This is an optimization exercise on Yosys and OpenROAD, whose aim is small area, not a production implementation. Function was checked by simulation only, so behaviour that the tests miss may differ from the original.

== north ==
==> flow/design.v (excerpt) <==
module key_sched
(
   input  logic             clk,
   input  logic             rst_n,
   input  logic             key_load,
   input  logic [KEY_W-1:0] key_in,
   input  logic [6:0]       round_no,
   output logic [NW-1:0]    round_key_1,
   output logic [NW-1:0]    round_key_2,
   output logic [NW-1:0]    round_key_3,
   output logic             busy,
   output logic             ready,
   output logic             key_err
);
For scale: roughly 1500 cells after synthesis, about 150 flip-flops, ~180 I/O pins, ~14000 µm² of cells after synthesis.
Settings: LEC_CHECK=0, CAP_MARGIN=20, CORE_MARGIN=2, CORE_UTILIZATION=40, SETUP_SLACK_MARGIN=0.5, SLEW_MARGIN=20, SYNTH_HIERARCHICAL=1, SYNTH_MINIMUM_KEEP_SIZE=0; clock period 10.0 ns.
run.sh (not shown) runs the stock make flow with config.mk's settings and CLKGATE_MAP_FILE= SYNTH_SCRIPT=/design/flow/synth_recipe.tcl, a recipe that flattens the netlist after the stock synthesis.
Setup changes, north to south
==> flow/flow/run.sh (new file) <==
#!/bin/bash
# The standard layout, with the port buffers made of the smallest buffer cell.
set -euo pipefail
bash standard.sh "BUFFER_PORTS_ARGS=-buffer_cell sky130_fd_sc_hd__buf_1" finish > standard.log 2>&1
==> flow/standard.sh (new file) <==
#!/bin/bash
# synth_recipe.tcl (not shown) runs the flow's synth.tcl, then flattens the netlist and writes it again
# the make line also repeats each setting of config.mk as NAME=value (left out here)
make -C /OpenROAD-flow-scripts/flow DESIGN_CONFIG=/design/flow/config.mk WORK_HOME=/design/flow/orfs CLKGATE_MAP_FILE= SYNTH_SCRIPT=/design/flow/synth_recipe.tcl "${@:-finish}"
diff --git a/flow/config.mk b/flow/config.mk
--- a/flow/config.mk
+++ b/flow/config.mk
@@ -7,7 +7,10 @@
 export LEC_CHECK = 0
-export CAP_MARGIN = 20
+export CAP_MARGIN = 5
 export CORE_MARGIN = 2
-export CORE_UTILIZATION = 40
-export SETUP_SLACK_MARGIN = 0.5
-export SLEW_MARGIN = 20
+export CORE_UTILIZATION = 50
+export CTS_BUF_LIST = sky130_fd_sc_hd__clkbuf_4 sky130_fd_sc_hd__clkbuf_8
+export CTS_CLUSTER_DIAMETER = 100
+export CTS_CLUSTER_SIZE = 30
+export SETUP_SLACK_MARGIN = 0.1
+export SLEW_MARGIN = 5
 export SYNTH_HIERARCHICAL = 1
removed: flow/run.sh
--- outcome ---
Cmp north and south / instance area after placement / lower: south. Between north and south, arrival time of the worst setup path decreased. Final-layout clock-cell area share ends up lower on south. The flow did not stop early for south: all stages ran, and the layout cleared the timing, DRC and antenna checks. The higher met3 routing resource usage after global routing came out of south.
Input-level comparison between east and south:
==> flow/flow/run.sh <==
#!/bin/bash
# The standard layout, with the port buffers made of the smallest buffer cell
# and a clock tree built without dummy loads.
set -euo pipefail
bash standard.sh \
  "BUFFER_PORTS_ARGS=-buffer_cell sky130_fd_sc_hd__buf_1" \
  "CTS_ARGS=-sink_clustering_enable -repair_clock_nets -dont_use_dummy_load -buf_list {sky130_fd_sc_hd__clkbuf_4 sky130_fd_sc_hd__clkbuf_8}" \
  finish > standard.log 2>&1
diff --git a/flow/config.mk b/flow/config.mk
--- a/flow/config.mk
+++ b/flow/config.mk
@@ -7,10 +7,8 @@
 export LEC_CHECK = 0
-export CAP_MARGIN = 5
+export CAP_MARGIN = 20
 export CORE_MARGIN = 2
-export CORE_UTILIZATION = 50
+export CORE_UTILIZATION = 40
 export CTS_BUF_LIST = sky130_fd_sc_hd__clkbuf_4 sky130_fd_sc_hd__clkbuf_8
-export CTS_CLUSTER_DIAMETER = 100
-export CTS_CLUSTER_SIZE = 30
 export SETUP_SLACK_MARGIN = 0.1
-export SLEW_MARGIN = 5
+export SLEW_MARGIN = 20
 export SYNTH_HIERARCHICAL = 1
Notes after the runs:
Measured against each other, south and east differ in utilization of the core after routing, the higher figure coming from south. The share of the cycle needed by the critical path after routing number comes out higher for east vs south. Relative to south, total length of routed wires has decreased by 0.72% in east.


run A:
The RTL this note starts from:
==> flow/design.v <==
`default_nettype none
package cipher_pkg;
   localparam int NW          = 9;
   localparam int NROUNDS     = 31;
   localparam int KEY_W       = 144;
   localparam int NKW         = KEY_W / NW;      
   localparam int NWORDS      = 3 * NROUNDS;     
endpackage
`default_nettype wire
`default_nettype none
import cipher_pkg::*;
module key_word #(parameter int N = 16)
(
   input  logic [NW-1:0] w16,
   input  logic [NW-1:0] w7,
   output logic [NW-1:0] w
);
   assign w = w16 ^ {w7[NW-4:0], w7[NW-1:NW-3]} ^ NW'(N - 16);
endmodule
module aoi222
(
   input  logic a1, a2, b1, b2, c1, c2,
   output logic y
);
   assign y = ~((a1 & a2) | (b1 & b2) | (c1 & c2));
endmodule
module aoi22
(
   input  logic a1, a2, b1, b2,
   output logic y
);
   assign y = ~((a1 & a2) | (b1 & b2));
endmodule
module key_buf
(
   input  logic [KEY_W-1:0]   key,
   input  logic [NROUNDS-1:0] rd_sel,
   output logic [NW-1:0]      rd_key_1,
   output logic [NW-1:0]      rd_key_2,
   output logic [NW-1:0]      rd_key_3
);
   logic [NW-1:0] w [NWORDS];
   genvar n;
   generate
      for (n = 0; n < NKW; n++) begin : g_key
         assign w[n] = key[KEY_W-1-NW*n -: NW];
      end
      for (n = NKW; n < NWORDS; n++) begin : g_ext
         key_word #(.N(n)) u_word (.w16(w[n-16]), .w7(w[n-7]), .w(w[n]));
      end
   endgenerate
   localparam int NG = (NROUNDS + 2) / 3;    
   logic [3*NW-1:0] col [NROUNDS];
   logic [3*NW-1:0] rd;
   generate
      for (n = 0; n < NROUNDS; n++) begin : g_col
         assign col[n] = {w[3*n+2], w[3*n+1], w[3*n]};
      end
      for (n = 0; n < 3*NW; n++) begin : g_bit
         logic [NG-1:0] g;
         genvar j;
         for (j = 0; j < NG; j++) begin : g_grp
            if (3*j + 2 < NROUNDS) begin : g3
               aoi222 u_aoi (
                  .a1(rd_sel[3*j]),   .a2(col[3*j][n]),
                  .b1(rd_sel[3*j+1]), .b2(col[3*j+1][n]),
                  .c1(rd_sel[3*j+2]), .c2(col[3*j+2][n]),
                  .y (g[j]));
            end else if (3*j + 1 < NROUNDS) begin : g2
               aoi22 u_aoi (
                  .a1(rd_sel[3*j]),   .a2(col[3*j][n]),
                  .b1(rd_sel[3*j+1]), .b2(col[3*j+1][n]),
                  .y (g[j]));
            end else begin : g1
               assign g[j] = ~(rd_sel[3*j] & col[3*j][n]);
            end
         end
         assign rd[n] = ~&g;
      end
   endgenerate
   assign rd_key_1 = rd[NW-1:0];
   assign rd_key_2 = rd[2*NW-1:NW];
   assign rd_key_3 = rd[3*NW-1:2*NW];
endmodule
`default_nettype wire
`default_nettype none
import cipher_pkg::*;
module key_hold
(
   input  logic load,
   input  logic load_n,
   input  logic key_in,
   input  logic key_q,
   output logic key_d
);
   assign key_d = (load & key_in) | (load_n & key_q);
endmodule
module key_sched
(
   input  logic             clk,
   input  logic             rst_n,
   input  logic             key_load,
   input  logic [KEY_W-1:0] key_in,
   input  logic [6:0]       round_no,
   output logic [NW-1:0]    round_key_1,
   output logic [NW-1:0]    round_key_2,
   output logic [NW-1:0]    round_key_3,
   output logic             busy,
   output logic             ready,
   output logic             key_err
);
   logic [KEY_W-1:0]   key_q;
   logic [NROUNDS-1:0] sel;
   always_ff @(posedge clk or negedge rst_n) begin
      if (!rst_n) begin
         busy  <= 1'b0;
         ready <= 1'b0;
      end else begin
         busy  <= key_load;
         ready <= !key_load && (busy || ready);
      end
   end
   logic [KEY_W-1:0]   key_d;
   genvar i;
   generate
      for (i = 0; i < KEY_W; i++) begin : g_hold
         key_hold u_key_hold (.load(key_load), .load_n(!key_load), .key_in(key_in[i]),
                              .key_q(key_q[i]), .key_d(key_d[i]));
      end
   endgenerate
   always_ff @(posedge clk) begin
      key_q <= key_d;
   end
   key_buf u_key_buf (
      .key      (key_q),
      .rd_sel   (sel),
      .rd_key_1 (round_key_1),
      .rd_key_2 (round_key_2),
      .rd_key_3 (round_key_3)
   );
   always_comb begin
      for (int k = 0; k < NROUNDS; k++)
         sel[k] = (round_no == 7'(2 + 3 * k));
      key_err = ~|sel;
   end
endmodule
`default_nettype wire
clock: 10.0 ns
lec_check: 0
cap_margin: 20
core_margin: 2
core_utilization: 40
gpl_routability_driven: 0
gpl_timing_driven: 0
setup_slack_margin: 0.1
slew_margin: 20
synth_hierarchical: 1
synth_minimum_keep_size: 0
standard.sh (not shown) runs the stock make flow with config.mk's settings and CLKGATE_MAP_FILE= SYNTH_SCRIPT=/design/flow/synth_recipe.tcl, a recipe that flattens the netlist after the stock synthesis.
==> flow/flow/run.sh <==
#!/bin/bash
# The standard layout, with the port buffers made of the smallest buffer cell
# and a clock tree built without dummy loads.
set -euo pipefail
bash standard.sh \
  "BUFFER_PORTS_ARGS=-buffer_cell sky130_fd_sc_hd__buf_1" \
  "CTS_ARGS=-sink_clustering_enable -repair_clock_nets -dont_use_dummy_load -buf_list {sky130_fd_sc_hd__clkbuf_4 sky130_fd_sc_hd__clkbuf_8}" \
  finish > standard.log 2>&1
Run A: all stages complete, timing, DRC and antenna checks passed
## Diff of input files: run B against run A
==> flow/run.sh (new file) <==
#!/bin/bash
# synth_recipe.tcl (not shown) runs the flow's synth.tcl, then flattens the netlist and writes it again
# the make line also repeats each setting of config.mk as NAME=value (left out here)
make -C /OpenROAD-flow-scripts/flow DESIGN_CONFIG=/design/flow/config.mk WORK_HOME=/design/flow/orfs CLKGATE_MAP_FILE= SYNTH_SCRIPT=/design/flow/synth_recipe.tcl finish
-- flow/config.mk --
<<< run A, line 9
export CORE_MARGIN = 2
export CORE_UTILIZATION = 40
export GPL_ROUTABILITY_DRIVEN = 0
export GPL_TIMING_DRIVEN = 0
export SETUP_SLACK_MARGIN = 0.1
export SLEW_MARGIN = 20
>>> run B, line 9
export CORE_MARGIN = 2
export CORE_UTILIZATION = 40
export CTS_BUF_LIST = sky130_fd_sc_hd__clkbuf_4 sky130_fd_sc_hd__clkbuf_8
export SETUP_SLACK_MARGIN = 0.1
export SLEW_MARGIN = 20
removed: flow/flow/run.sh
removed: flow/standard.sh
[summary]
Looking at slowest library cell on the worst path, the sky130_fd_sc_hd__dfxtp_1 result is from run B; the sky130_fd_sc_hd__xor2_1 one comes from run A.
Run A → run B: number of vias per cell after detailed routing has remained practically unchanged, detailed route wirelength on metal2 saw an increase, netlist area before placement essentially unchanged, largest clock skew in the final design about even, maximum frequency fell by about 6%.
Compared with run A, in run B worst endpoint data arrival time higher, net total in the final layout lower, multi-input gate share of the layout cell area lower, setup slack at placement lower, global-route usage higher.
Run A reports its highest metal layer used by the detailed router as met5 while run B reports met4.
Modified inputs, run C compared to run B
==> flow/flow/run.sh (new file) <==
#!/bin/bash
# The standard layout, with the port buffers made of the smallest buffer cell
# and a clock tree built without dummy loads.
set -euo pipefail
bash standard.sh \
  "BUFFER_PORTS_ARGS=-buffer_cell sky130_fd_sc_hd__buf_1" \
  "CTS_ARGS=-sink_clustering_enable -repair_clock_nets -dont_use_dummy_load -buf_list {sky130_fd_sc_hd__clkbuf_4 sky130_fd_sc_hd__clkbuf_8}" \
  finish > standard.log 2>&1
==> flow/standard.sh (new file) <==
#!/bin/bash
# synth_recipe.tcl (not shown) runs the flow's synth.tcl, then flattens the netlist and writes it again
# the make line also repeats each setting of config.mk as NAME=value (left out here)
make -C /OpenROAD-flow-scripts/flow DESIGN_CONFIG=/design/flow/config.mk WORK_HOME=/design/flow/orfs CLKGATE_MAP_FILE= SYNTH_SCRIPT=/design/flow/synth_recipe.tcl "${@:-finish}"
-- flow/config.mk --
<<< run B, line 9
export CORE_MARGIN = 2
export CORE_UTILIZATION = 40
export CTS_BUF_LIST = sky130_fd_sc_hd__clkbuf_4 sky130_fd_sc_hd__clkbuf_8
export SETUP_SLACK_MARGIN = 0.1
export SLEW_MARGIN = 20
>>> run C, line 9
export CORE_MARGIN = 2
export CORE_UTILIZATION = 40
export PLACE_DENSITY = 0.8
export SETUP_SLACK_MARGIN = 0.1
export SLEW_MARGIN = 20
removed: flow/run.sh
Results
The fmax of run C is higher than that of run B. When run C is set beside run B, its wire length turns out to be 8.8% smaller. Going from run B to run C, starting DRC count in detailed routing -428; first-pass GRT wire length -7.3%; final cell area excluding filler cells -7.7%; non-filler instance count after layout -about 1.1%; slack of the critical path +0.69 ns.
[inputs] run D vs run C
==> flow/flow/run.sh <==
#!/bin/bash
# The standard layout, with the port buffers made of the smallest buffer cell.
set -euo pipefail
bash standard.sh "BUFFER_PORTS_ARGS=-buffer_cell sky130_fd_sc_hd__buf_1" finish > standard.log 2>&1
-- flow/config.mk --
<<< run C, line 9
export CORE_MARGIN = 2
export CORE_UTILIZATION = 40
export PLACE_DENSITY = 0.8
export SETUP_SLACK_MARGIN = 0.1
export SLEW_MARGIN = 20
>>> run D, line 9
export CORE_MARGIN = 2
export CORE_UTILIZATION = 40
export CTS_BUF_LIST = sky130_fd_sc_hd__clkbuf_4 sky130_fd_sc_hd__clkbuf_8
export SETUP_SLACK_MARGIN = 0.1
export SLEW_MARGIN = 20
Notes after the runs:
- Number of logic stages on the critical path including buffering: higher on run D
- Logic depth of the worst register-to-register path of run D is on par with run C.
- Run D finished every step from synthesis to the final layout, and the layout passed the timing, DRC and antenna checks.
- Run D vs run C — routed length on met1 dropped 100 um.
- The clock latency of the later-clocked register in the worst-skew pair on run C is in line with that on run D.
- Run D has less setup slack than run C.
- The worst slack on hold paths reported for run D is smaller than that of run C by 0.018 ns.
- The higher final design instance area without fill of run D and run C is in run D.
- From run C to run D the numbers moved as follows: via count -about 1.4%.

static timing again, ports no longer ideal:
Ports are ideal in the flow. The routed layouts listed here were re-timed in OpenROAD. Step 1 assumes that a clkbuf_16 drives the clock port and a buf_2 every other input. Step 2 moves the port delays by t, midway between the first and last clock arrival at a register: inputs arrive t later, outputs are due t later. That takes back most of the time a late clock gives input paths. Three values: ideal ports, drivers, drivers and shift; two values: the first two.
run | t (ns) | slack for setup (ns) | hold slack, ns | worst register clock-pin slew, ns | cell pins on the clock port's net
north | 0.514 | 1.471 / 1.413 / 1.927 | 0.506 / 0.506 / 0.506 | 0.07 / 0.07 | 1
south | 0.526 | 2.061 / 2.014 / 2.504 | 0.495 / 0.495 / 0.495 | 0.08 / 0.08 | 1
east | 0.491 | 1.989 / 1.941 / 2.432 | 0.495 / 0.495 / 0.495 | 0.09 / 0.09 | 1
run A | 0.498 | 2.026 / 1.977 / 2.475 | 0.499 / 0.499 / 0.499 | 0.09 / 0.09 | 1
run B | 0.563 | 1.500 / 1.449 / 2.012 | 0.509 / 0.509 / 0.509 | 0.10 / 0.10 | 1
run C | 0.502 | 2.188 / 2.143 / 2.645 | 0.515 / 0.515 / 0.515 | 0.10 / 0.10 | 1
run D | 0.506 | 1.943 / 1.891 / 2.397 | 0.496 / 0.496 / 0.496 | 0.09 / 0.09 | 1
After both steps every run listed still meets setup and hold.
